Background: an optimization exercise with open tools, aiming at small area and few clock cycles per item. Do not read the settings as production practice. Only simulation tests tie the RTL to the original design; equivalence was not proved.

==> v28: inputs <==
## posture_deviation_dwell_detector_unit
module posture_deviation_dwell_detector_unit
(
    input  logic                               clk,
    input  logic                               rst_n,
    input  logic                               psel,
    input  logic                               penable,
    input  logic                               pwrite,
    input  logic [pdd_pkg::ADDR_W-1:0]         paddr,
    input  logic [pdd_pkg::WORD_W-1:0]         pwdata,
    output logic [pdd_pkg::WORD_W-1:0]         prdata,
    output logic                               pready,
    input  logic                               in_valid,
    output logic                               in_ready,
    input  logic [1:0]                         opcode,
    input  logic signed [pdd_pkg::PITCH_W-1:0] pitch_x10,
    input  logic [pdd_pkg::WORD_W-1:0]         now_ms,
    output logic                               out_valid,
    input  logic                               out_ready,
    output logic [1:0]                         posture,
    output logic signed [pdd_pkg::DEV_W-1:0]   deviation_x10,
    output logic [pdd_pkg::WORD_W-1:0]         session_count,
    output logic [pdd_pkg::WORD_W-1:0]         slouch_time_sec,
    output logic [pdd_pkg::DUR_W-1:0]          longest_session_sec,
    output logic [pdd_pkg::WORD_W-1:0]         since_upright_sec,
    output logic                               event_valid,
    output logic [pdd_pkg::WORD_W-1:0]         event_start_ms,
    output logic [pdd_pkg::DUR_W-1:0]          event_duration_sec,
    output logic [pdd_pkg::MAG_W-1:0]          event_peak_dev_x10
);
Settings: LEC_CHECK=0, CAP_MARGIN=20, CORE_MARGIN=2, CORE_UTILIZATION=40, GPL_TIMING_DRIVEN=0, SLEW_MARGIN=20; clock period 14.0 ns.
run.sh (not shown) runs the stock make flow with config.mk's settings and CLKGATE_MAP_FILE= SYNTH_SCRIPT=/design/flow/synth_recipe.tcl, a recipe that flattens the netlist after the stock synthesis.
==> inputs of v1, as changes to v28 <==
--- a/flow/design.v
+++ b/flow/design.v
@@ -5,15 +5,15 @@
     localparam int MAG_W      = 11;
     localparam int DWELL_W    = 16;
     localparam int CNT_W      = 6;
     localparam int WORD_W     = 32;
     localparam int DUR_W      = 23;
     localparam int ADDR_W     = 5;
     localparam int IDX_W      = 3;
-    localparam int DIV_SPLIT  = 14;
+    localparam int DIV_SPLIT  = 16;
     localparam int DIV_LO     = DUR_W - DIV_SPLIT;
     localparam logic [CFG_W-1:0]   CFG_MIN       = 6'd1;
     localparam logic [CFG_W-1:0]   CFG_MAX       = 6'd60;
     localparam logic [CFG_W-1:0]   THRESHOLD_RST = 6'd15;
     localparam logic [CFG_W-1:0]   SUSTAIN_RST   = 6'd5;
     localparam logic [CFG_W-1:0]   RECOVER_RST   = 6'd5;
     localparam logic [CNT_W-1:0]   CNT_MAX       = 6'd63;
GPL_TIMING_DRIVEN = unset   (was 0)
==> inputs of v11, as changes to v28 <==
--- a/flow/design.v
+++ b/flow/design.v
@@ -5,15 +5,15 @@
     localparam int MAG_W      = 11;
     localparam int DWELL_W    = 16;
     localparam int CNT_W      = 6;
     localparam int WORD_W     = 32;
     localparam int DUR_W      = 23;
     localparam int ADDR_W     = 5;
     localparam int IDX_W      = 3;
-    localparam int DIV_SPLIT  = 14;
+    localparam int DIV_SPLIT  = 12;
     localparam int DIV_LO     = DUR_W - DIV_SPLIT;
     localparam logic [CFG_W-1:0]   CFG_MIN       = 6'd1;
     localparam logic [CFG_W-1:0]   CFG_MAX       = 6'd60;
     localparam logic [CFG_W-1:0]   THRESHOLD_RST = 6'd15;
     localparam logic [CFG_W-1:0]   SUSTAIN_RST   = 6'd5;
     localparam logic [CFG_W-1:0]   RECOVER_RST   = 6'd5;
     localparam logic [CNT_W-1:0]   CNT_MAX       = 6'd63;
@@ -74,30 +74,34 @@
             else
             begin
                 div125_step = {1'b0, t[6:0]};
             end
         end
     endfunction
     function automatic logic [8:0] div125_step2(input logic [6:0] r, input logic [1:0] b);
+        logic       k1, k2, k3;
         logic [8:0] t;
         logic [8:0] d1, d2, d3;
         begin
             t  = {r, b};
             d1 = t - 9'd125;
             d2 = t - 9'd250;
             d3 = t - 9'd375;
-            if (t >= 9'd375)
+            k1 = (r >= 7'd32) || ((r == 7'd31) && (b != 2'd0));
+            k2 = (r >= 7'd63) || ((r == 7'd62) && b[1]);
+            k3 = (r >= 7'd94) || ((r == 7'd93) && (b == 2'd3));
+            if (k3)
             begin
                 div125_step2 = {2'd3, d3[6:0]};
             end
-            else if (t >= 9'd250)
+            else if (k2)
             begin
                 div125_step2 = {2'd2, d2[6:0]};
             end
-            else if (t >= 9'd125)
+            else if (k1)
             begin
                 div125_step2 = {2'd1, d1[6:0]};
             end
             else
             begin
                 div125_step2 = {2'd0, t[6:0]};
             end
@@ -240,14 +244,16 @@
     logic [6:0]                         rem_hi;
     logic [LO-1:0]                      q_lo;
     logic                               lo_gt, hi_gt, hi_eq;
     logic [pdd_pkg::DUR_W-1:0]          dur;
     logic [pdd_pkg::DUR_W-1:0]          longest_cur;
     logic [pdd_pkg::WORD_W:0]           seconds_inc;
     logic [pdd_pkg::WORD_W:0]           since_inc;
+    logic                               tick_acc, clear_acc;
+    logic [pdd_pkg::CFG_W-1:0]          slouch_add;
     assign in_ready = !out_valid_reg || out_ready;
     assign accept   = in_valid && in_ready;
     assign is_tick  = (opcode == pdd_pkg::OP_TICK);
     assign is_cal   = (opcode == pdd_pkg::OP_CALIBRATE);
     assign is_clear = (opcode == pdd_pkg::OP_STATS_CLEAR);
     assign dev       = {pitch_x10[10], pitch_x10} - {baseline_reg[10], baseline_reg};
     assign dev_abs   = dev[pdd_pkg::DEV_W-1] ? -dev : dev;
@@ -263,42 +269,55 @@
     assign leave = is_tick && calibrated_reg && !over && in_slouch
                    && (below_inc >= cfg.recover_sec);
     assign mark  = is_tick && calibrated_reg && !over
                    && (!in_slouch || (below_inc >= cfg.recover_sec));
     assign sustain_ms  = {cfg.slouch_delay, 10'd0} - {5'd0, cfg.slouch_delay, 5'd0}
                          + {7'd0, cfg.slouch_delay, 3'd0};
     assign diff        = now_ms - start_reg;
-    assign seconds_inc = {1'b0, seconds_reg} + 33'd1;
-    assign since_inc   = {1'b0, since_reg} + 33'd1;
+    assign tick_acc    = accept && is_tick;
+    assign seconds_inc = {1'b0, seconds_reg} + {32'd0, tick_acc};
+    assign since_inc   = {1'b0, since_reg} + {32'd0, tick_acc};
+    assign clear_acc   = accept && is_clear;
+    assign slouch_add  = (accept && enter) ? cfg.slouch_delay
+                         : {5'd0, tick_acc && calibrated_reg && in_slouch && !leave};
     always_comb
     begin
         logic [8:0] s;
         rem_hi = {1'b0, diff[31:26]};
         for (int i = SPLIT - 2; i >= 0; i -= 2)
         begin
             s              = pdd_pkg::div125_step2(rem_hi, diff[3 + LO + i +: 2]);
             q_hi[i +: 2]   = s[8:7];
             rem_hi         = s[6:0];
         end
     end
     always_comb
     begin
         logic [7:0] s;
+        logic [8:0] s2;
         logic [6:0] r;
         logic       gt, eq;
         r  = dq_rem_reg;
         gt = 1'b0;
         eq = 1'b1;
-        for (int i = LO - 1; i >= 0; i--)
+        if (LO % 2 == 1)
         begin
-            s       = pdd_pkg::div125_step(r, dq_lo_reg[i]);
-            q_lo[i] = s[7];
-            r       = s[6:0];
-            gt      = gt || (eq && s[7] && !longest_reg[i]);
-            eq      = eq && (s[7] == longest_reg[i]);
+            s           = pdd_pkg::div125_step(r, dq_lo_reg[LO-1]);
+            q_lo[LO-1]  = s[7];
+            r           = s[6:0];
+            gt          = s[7] && !longest_reg[LO-1];
+            eq          = (s[7] == longest_reg[LO-1]);
+        end
+        for (int i = LO - 2 - (LO % 2 == 1 ? 1 : 0); i >= 0; i -= 2)
+        begin
+            s2          = pdd_pkg::div125_step2(r, dq_lo_reg[i +: 2]);
+            q_lo[i +: 2] = s2[8:7];
+            r           = s2[6:0];
+            gt          = gt || (eq && (s2[8:7] > longest_reg[i +: 2]));
+            eq          = eq && (s2[8:7] == longest_reg[i +: 2]);
         end
         lo_gt = gt;
     end
     assign dur         = {dq_hi_reg, q_lo};
     assign hi_gt       = q_hi > longest_reg[pdd_pkg::DUR_W-1:LO];
     assign hi_eq       = q_hi == longest_reg[pdd_pkg::DUR_W-1:LO];
     assign longest_cur = (ev_reg && (dq_gt_reg || (dq_eq_reg && lo_gt))) ? dur : longest_reg;
@@ -320,39 +339,32 @@
             posture_reg     <= pdd_pkg::POSTURE_UNKNOWN;
             baseline_reg    <= '0;
             calibrated_reg  <= 1'b0;
             dwell_reg       <= '0;
             dwell_above_reg <= 1'b0;
             start_reg       <= '0;
             peak_reg        <= '0;
-            sessions_reg    <= '0;
-            slouch_reg      <= '0;
             longest_reg     <= '0;
-            seconds_reg     <= '0;
-            since_reg       <= '0;
             mark_zero_reg   <= 1'b1;
             mark_above_reg  <= 1'b0;
             ev_reg          <= 1'b0;
         end
         else if (accept)
         begin
             ev_reg      <= leave;
             longest_reg <= is_clear ? '0 : longest_cur;
             if (is_tick)
             begin
-                seconds_reg <= seconds_inc[pdd_pkg::WORD_W-1:0];
                 if (mark)
                 begin
-                    since_reg      <= '0;
                     mark_zero_reg  <= seconds_inc[pdd_pkg::WORD_W];
                     mark_above_reg <= 1'b0;
                 end
                 else
                 begin
-                    since_reg <= since_inc[pdd_pkg::WORD_W-1:0];
                     if (seconds_inc[pdd_pkg::WORD_W])
                     begin
                         mark_above_reg <= 1'b1;
                     end
                     else if (since_inc[pdd_pkg::WORD_W])
                     begin
                         mark_above_reg <= 1'b0;
@@ -368,50 +380,41 @@
                     dwell_above_reg <= 1'b1;
                     if (in_slouch)
                     begin
                         if (mag > peak_reg)
                         begin
                             peak_reg <= mag;
                         end
-                        slouch_reg <= slouch_reg + 32'd1;
                     end
                     else if (enter)
                     begin
                         posture_reg  <= pdd_pkg::POSTURE_SLOUCH;
                         start_reg    <= now_ms - {16'd0, sustain_ms};
                         peak_reg     <= mag;
-                        sessions_reg <= sessions_reg + 32'd1;
-                        slouch_reg   <= slouch_reg + {26'd0, cfg.slouch_delay};
                     end
                 end
                 else
                 begin
                     dwell_reg       <= below_inc;
                     dwell_above_reg <= 1'b0;
-                    if (in_slouch && !leave)
-                    begin
-                        slouch_reg <= slouch_reg + 32'd1;
-                    end
-                    else
+                    if (!in_slouch || leave)
                     begin
                         posture_reg <= pdd_pkg::POSTURE_UPRIGHT;
                     end
                 end
             end
             else if (is_cal)
             begin
                 baseline_reg   <= pitch_x10;
                 calibrated_reg <= 1'b1;
                 posture_reg    <= pdd_pkg::POSTURE_UPRIGHT;
                 dwell_reg      <= '0;
             end
             else if (is_clear)
             begin
-                sessions_reg <= '0;
-                slouch_reg   <= '0;
                 dwell_reg    <= '0;
                 start_reg    <= '0;
                 peak_reg     <= '0;
             end
         end
         else
         begin
@@ -421,14 +424,31 @@
             end
             if (preset_load.valid_we)
             begin
                 calibrated_reg <= preset_load.valid;
             end
         end
     end
+    always_ff @(posedge clk or negedge rst_n)
+    begin
+        if (!rst_n)
+        begin
+            seconds_reg  <= '0;
+            since_reg    <= '0;
+            sessions_reg <= '0;
+            slouch_reg   <= '0;
+        end
+        else
+        begin
+            seconds_reg  <= seconds_inc[pdd_pkg::WORD_W-1:0];
+            since_reg    <= (tick_acc && mark) ? '0 : since_inc[pdd_pkg::WORD_W-1:0];
+            sessions_reg <= clear_acc ? '0 : sessions_reg + {31'd0, accept && enter};
+            slouch_reg   <= clear_acc ? '0 : slouch_reg + {26'd0, slouch_add};
+        end
+    end
     always_ff @(posedge clk)
     begin
         if (accept)
         begin
             dev_reg <= is_cal ? '0 : dev;
             if (leave)
             begin
==> inputs of v26, as changes to v28 <==
--- a/flow/design.v
+++ b/flow/design.v
@@ -5,15 +5,15 @@
     localparam int MAG_W      = 11;
     localparam int DWELL_W    = 16;
     localparam int CNT_W      = 6;
     localparam int WORD_W     = 32;
     localparam int DUR_W      = 23;
     localparam int ADDR_W     = 5;
     localparam int IDX_W      = 3;
-    localparam int DIV_SPLIT  = 14;
+    localparam int DIV_SPLIT  = 12;
     localparam int DIV_LO     = DUR_W - DIV_SPLIT;
     localparam logic [CFG_W-1:0]   CFG_MIN       = 6'd1;
     localparam logic [CFG_W-1:0]   CFG_MAX       = 6'd60;
     localparam logic [CFG_W-1:0]   THRESHOLD_RST = 6'd15;
     localparam logic [CFG_W-1:0]   SUSTAIN_RST   = 6'd5;
     localparam logic [CFG_W-1:0]   RECOVER_RST   = 6'd5;
     localparam logic [CNT_W-1:0]   CNT_MAX       = 6'd63;
@@ -74,30 +74,34 @@
             else
             begin
                 div125_step = {1'b0, t[6:0]};
             end
         end
     endfunction
     function automatic logic [8:0] div125_step2(input logic [6:0] r, input logic [1:0] b);
+        logic       k1, k2, k3;
         logic [8:0] t;
         logic [8:0] d1, d2, d3;
         begin
             t  = {r, b};
             d1 = t - 9'd125;
             d2 = t - 9'd250;
             d3 = t - 9'd375;
-            if (t >= 9'd375)
+            k1 = (r >= 7'd32) || ((r == 7'd31) && (b != 2'd0));
+            k2 = (r >= 7'd63) || ((r == 7'd62) && b[1]);
+            k3 = (r >= 7'd94) || ((r == 7'd93) && (b == 2'd3));
+            if (k3)
             begin
                 div125_step2 = {2'd3, d3[6:0]};
             end
-            else if (t >= 9'd250)
+            else if (k2)
             begin
                 div125_step2 = {2'd2, d2[6:0]};
             end
-            else if (t >= 9'd125)
+            else if (k1)
             begin
                 div125_step2 = {2'd1, d1[6:0]};
             end
             else
             begin
                 div125_step2 = {2'd0, t[6:0]};
             end
@@ -235,19 +239,22 @@
     logic [pdd_pkg::CNT_W-1:0]          below_inc;
     logic                               enter, leave, mark;
     logic [15:0]                        sustain_ms;
     logic [pdd_pkg::WORD_W-1:0]         diff;
     logic [SPLIT-1:0]                   q_hi;
     logic [6:0]                         rem_hi;
     logic [LO-1:0]                      q_lo;
-    logic                               lo_gt, hi_gt, hi_eq;
+    logic                               hi_gt, hi_eq;
+    logic [LO-1:0]                      longest_lo;
     logic [pdd_pkg::DUR_W-1:0]          dur;
     logic [pdd_pkg::DUR_W-1:0]          longest_cur;
     logic [pdd_pkg::WORD_W:0]           seconds_inc;
     logic [pdd_pkg::WORD_W:0]           since_inc;
+    logic                               tick_acc, clear_acc;
+    logic [pdd_pkg::CFG_W-1:0]          slouch_add;
     assign in_ready = !out_valid_reg || out_ready;
     assign accept   = in_valid && in_ready;
     assign is_tick  = (opcode == pdd_pkg::OP_TICK);
     assign is_cal   = (opcode == pdd_pkg::OP_CALIBRATE);
     assign is_clear = (opcode == pdd_pkg::OP_STATS_CLEAR);
     assign dev       = {pitch_x10[10], pitch_x10} - {baseline_reg[10], baseline_reg};
     assign dev_abs   = dev[pdd_pkg::DEV_W-1] ? -dev : dev;
@@ -263,49 +270,77 @@
     assign leave = is_tick && calibrated_reg && !over && in_slouch
                    && (below_inc >= cfg.recover_sec);
     assign mark  = is_tick && calibrated_reg && !over
                    && (!in_slouch || (below_inc >= cfg.recover_sec));
     assign sustain_ms  = {cfg.slouch_delay, 10'd0} - {5'd0, cfg.slouch_delay, 5'd0}
                          + {7'd0, cfg.slouch_delay, 3'd0};
     assign diff        = now_ms - start_reg;
-    assign seconds_inc = {1'b0, seconds_reg} + 33'd1;
-    assign since_inc   = {1'b0, since_reg} + 33'd1;
+    assign tick_acc    = accept && is_tick;
+    assign seconds_inc = {1'b0, seconds_reg} + {32'd0, tick_acc};
+    assign since_inc   = {1'b0, since_reg} + {32'd0, tick_acc};
+    assign clear_acc   = accept && is_clear;
+    assign slouch_add  = (accept && enter) ? cfg.slouch_delay
+                         : {5'd0, tick_acc && calibrated_reg && in_slouch && !leave};
     always_comb
     begin
         logic [8:0] s;
+        logic       gt, eq;
         rem_hi = {1'b0, diff[31:26]};
+        gt     = 1'b0;
+        eq     = 1'b1;
         for (int i = SPLIT - 2; i >= 0; i -= 2)
         begin
-            s              = pdd_pkg::div125_step2(rem_hi, diff[3 + LO + i +: 2]);
-            q_hi[i +: 2]   = s[8:7];
-            rem_hi         = s[6:0];
+            s            = pdd_pkg::div125_step2(rem_hi, diff[3 + LO + i +: 2]);
+            q_hi[i +: 2] = s[8:7];
+            rem_hi       = s[6:0];
+            for (int j = 1; j >= 0; j--)
+            begin
+                gt = gt || (eq && s[7 + j] && !longest_reg[LO + i + j]);
+                eq = eq && (s[7 + j] == longest_reg[LO + i + j]);
+            end
         end
+        hi_gt = gt;
+        hi_eq = eq;
     end
     always_comb
     begin
         logic [7:0] s;
+        logic [8:0] s2;
         logic [6:0] r;
-        logic       gt, eq;
-        r  = dq_rem_reg;
-        gt = 1'b0;
-        eq = 1'b1;
+        r = dq_rem_reg;
+        if (LO % 2 == 1)
+        begin
+            s          = pdd_pkg::div125_step(r, dq_lo_reg[LO-1]);
+            q_lo[LO-1] = s[7];
+            r          = s[6:0];
+        end
+        for (int i = LO - 2 - (LO % 2); i >= 0; i -= 2)
+        begin
+            s2           = pdd_pkg::div125_step2(r, dq_lo_reg[i +: 2]);
+            q_lo[i +: 2] = s2[8:7];
+            r            = s2[6:0];
+        end
+    end
+    always_comb
+    begin
+        logic qbig, eq, qb, lb;
+        qbig = ev_reg && dq_gt_reg;
+        eq   = ev_reg && dq_eq_reg;
         for (int i = LO - 1; i >= 0; i--)
         begin
-            s       = pdd_pkg::div125_step(r, dq_lo_reg[i]);
-            q_lo[i] = s[7];
-            r       = s[6:0];
-            gt      = gt || (eq && s[7] && !longest_reg[i]);
-            eq      = eq && (s[7] == longest_reg[i]);
+            qb            = q_lo[i];
+            lb            = longest_reg[i];
+            longest_lo[i] = qbig ? qb : (eq ? (qb || lb) : lb);
+            qbig          = qbig || (eq && qb && !lb);
+            eq            = eq && (qb == lb);
         end
-        lo_gt = gt;
     end
     assign dur         = {dq_hi_reg, q_lo};
-    assign hi_gt       = q_hi > longest_reg[pdd_pkg::DUR_W-1:LO];
-    assign hi_eq       = q_hi == longest_reg[pdd_pkg::DUR_W-1:LO];
-    assign longest_cur = (ev_reg && (dq_gt_reg || (dq_eq_reg && lo_gt))) ? dur : longest_reg;
+    assign longest_cur = {(ev_reg && dq_gt_reg) ? dq_hi_reg : longest_reg[pdd_pkg::DUR_W-1:LO],
+                          longest_lo};
     always_ff @(posedge clk or negedge rst_n)
     begin
         if (!rst_n)
         begin
             out_valid_reg <= 1'b0;
         end
         else if (in_ready)
@@ -320,39 +355,32 @@
             posture_reg     <= pdd_pkg::POSTURE_UNKNOWN;
             baseline_reg    <= '0;
             calibrated_reg  <= 1'b0;
             dwell_reg       <= '0;
             dwell_above_reg <= 1'b0;
             start_reg       <= '0;
             peak_reg        <= '0;
-            sessions_reg    <= '0;
-            slouch_reg      <= '0;
             longest_reg     <= '0;
-            seconds_reg     <= '0;
-            since_reg       <= '0;
             mark_zero_reg   <= 1'b1;
             mark_above_reg  <= 1'b0;
             ev_reg          <= 1'b0;
         end
         else if (accept)
         begin
             ev_reg      <= leave;
             longest_reg <= is_clear ? '0 : longest_cur;
             if (is_tick)
             begin
-                seconds_reg <= seconds_inc[pdd_pkg::WORD_W-1:0];
                 if (mark)
                 begin
-                    since_reg      <= '0;
                     mark_zero_reg  <= seconds_inc[pdd_pkg::WORD_W];
                     mark_above_reg <= 1'b0;
                 end
                 else
                 begin
-                    since_reg <= since_inc[pdd_pkg::WORD_W-1:0];
                     if (seconds_inc[pdd_pkg::WORD_W])
                     begin
                         mark_above_reg <= 1'b1;
                     end
                     else if (since_inc[pdd_pkg::WORD_W])
                     begin
                         mark_above_reg <= 1'b0;
@@ -368,50 +396,41 @@
                     dwell_above_reg <= 1'b1;
                     if (in_slouch)
                     begin
                         if (mag > peak_reg)
                         begin
                             peak_reg <= mag;
                         end
-                        slouch_reg <= slouch_reg + 32'd1;
                     end
                     else if (enter)
                     begin
                         posture_reg  <= pdd_pkg::POSTURE_SLOUCH;
                         start_reg    <= now_ms - {16'd0, sustain_ms};
                         peak_reg     <= mag;
-                        sessions_reg <= sessions_reg + 32'd1;
-                        slouch_reg   <= slouch_reg + {26'd0, cfg.slouch_delay};
                     end
                 end
                 else
                 begin
                     dwell_reg       <= below_inc;
                     dwell_above_reg <= 1'b0;
-                    if (in_slouch && !leave)
-                    begin
-                        slouch_reg <= slouch_reg + 32'd1;
-                    end
-                    else
+                    if (!in_slouch || leave)
                     begin
                         posture_reg <= pdd_pkg::POSTURE_UPRIGHT;
                     end
                 end
             end
             else if (is_cal)
             begin
                 baseline_reg   <= pitch_x10;
                 calibrated_reg <= 1'b1;
                 posture_reg    <= pdd_pkg::POSTURE_UPRIGHT;
                 dwell_reg      <= '0;
             end
             else if (is_clear)
             begin
-                sessions_reg <= '0;
-                slouch_reg   <= '0;
                 dwell_reg    <= '0;
                 start_reg    <= '0;
                 peak_reg     <= '0;
             end
         end
         else
         begin
@@ -421,14 +440,31 @@
             end
             if (preset_load.valid_we)
             begin
                 calibrated_reg <= preset_load.valid;
             end
         end
     end
+    always_ff @(posedge clk or negedge rst_n)
+    begin
+        if (!rst_n)
+        begin
+            seconds_reg  <= '0;
+            since_reg    <= '0;
+            sessions_reg <= '0;
+            slouch_reg   <= '0;
+        end
+        else
+        begin
+            seconds_reg  <= seconds_inc[pdd_pkg::WORD_W-1:0];
+            since_reg    <= (tick_acc && mark) ? '0 : since_inc[pdd_pkg::WORD_W-1:0];
+            sessions_reg <= clear_acc ? '0 : sessions_reg + {31'd0, accept && enter};
+            slouch_reg   <= clear_acc ? '0 : slouch_reg + {26'd0, slouch_add};
+        end
+    end
     always_ff @(posedge clk)
     begin
         if (accept)
         begin
             dev_reg <= is_cal ? '0 : dev;
             if (leave)
             begin
==> flow/flow/run.sh (new file) <==
#!/bin/bash
# The standard layout (standard.sh, unchanged synthesis), with two
# changes made through ORFS variables:
#  - the port buffers are the smallest plain buffer, buf_1;
#  - after global routing, non-critical gates are downsized (power recovery).
set -o pipefail
export BUFFER_PORTS_ARGS="-buffer_cell sky130_fd_sc_hd__buf_1"
export RECOVER_POWER=100
bash standard.sh > standard.log 2>&1
==> flow/standard.sh (new file) <==
#!/bin/bash
# synth_recipe.tcl (not shown) runs the flow's synth.tcl, then flattens the netlist and writes it again
# the make line also repeats each setting of config.mk as NAME=value (left out here)
make -C /OpenROAD-flow-scripts/flow DESIGN_CONFIG=/design/flow/config.mk WORK_HOME=/design/flow/orfs CLKGATE_MAP_FILE= SYNTH_SCRIPT=/design/flow/synth_recipe.tcl "${@:-finish}"
removed: flow/run.sh
==> summary of the runs <==
- v11 finished clean. v28 produced a layout that fails on setup timing. v1 finished but failed the layout checks on setup timing. v26 finished but failed the layout checks on capacitance limit, slew limit.
- Maximum frequency, lowest first: v1, v28, v11, v26.
- Synthesized cell count, highest first: v1, v28, v26, v11.
- Register-to-register slack: v28 is lower than v26 (0.81 ns).
Testbench counts of v28, summed over its fixed seeds: cycles 24,016, items 24,000.
Testbench counts of v1, summed over its fixed seeds: cycles 24,016, items 24,000.
Testbench counts of v11, summed over its fixed seeds: cycles 24,016, items 24,000.
Testbench counts of v26, summed over its fixed seeds: cycles 24,016, items 24,000.

-- what the ideal ports hide --
In the flow no input, the clock included, has a driving cell. The finished layouts below were timed again as built, in two steps.
Step 1 sets driving cells, clkbuf_16 on the clock port and buf_2 on the other inputs (assumed; they add their load-dependent delay and slew).
Step 2 moves the port delays by t, midway between the first and last clock arrival at a register: inputs arrive t later, outputs are due t later. That takes back most of the time a late clock gives input paths.
Slacks: ideal ports / drivers / drivers and shift; pairs: ideal ports / drivers.
run	t, ns	slack for setup (ns)	worst slew at a driven data input, ns
v28	0.627	-0.001 / 0.035 / -0.592	0.10
v1	0.619	-1.694 / -1.691 / -2.310	0.13
v11	0.631	0.464 / 0.441 / -0.190	0.11
v26	0.611	0.610 / 0.548 / 0.102	0.11
Met with ideal ports but missed after step 2: setup timing in v11. The setup slack of v11, which loses most, moves by -0.023 ns with the drivers and by -0.654 ns with both steps.
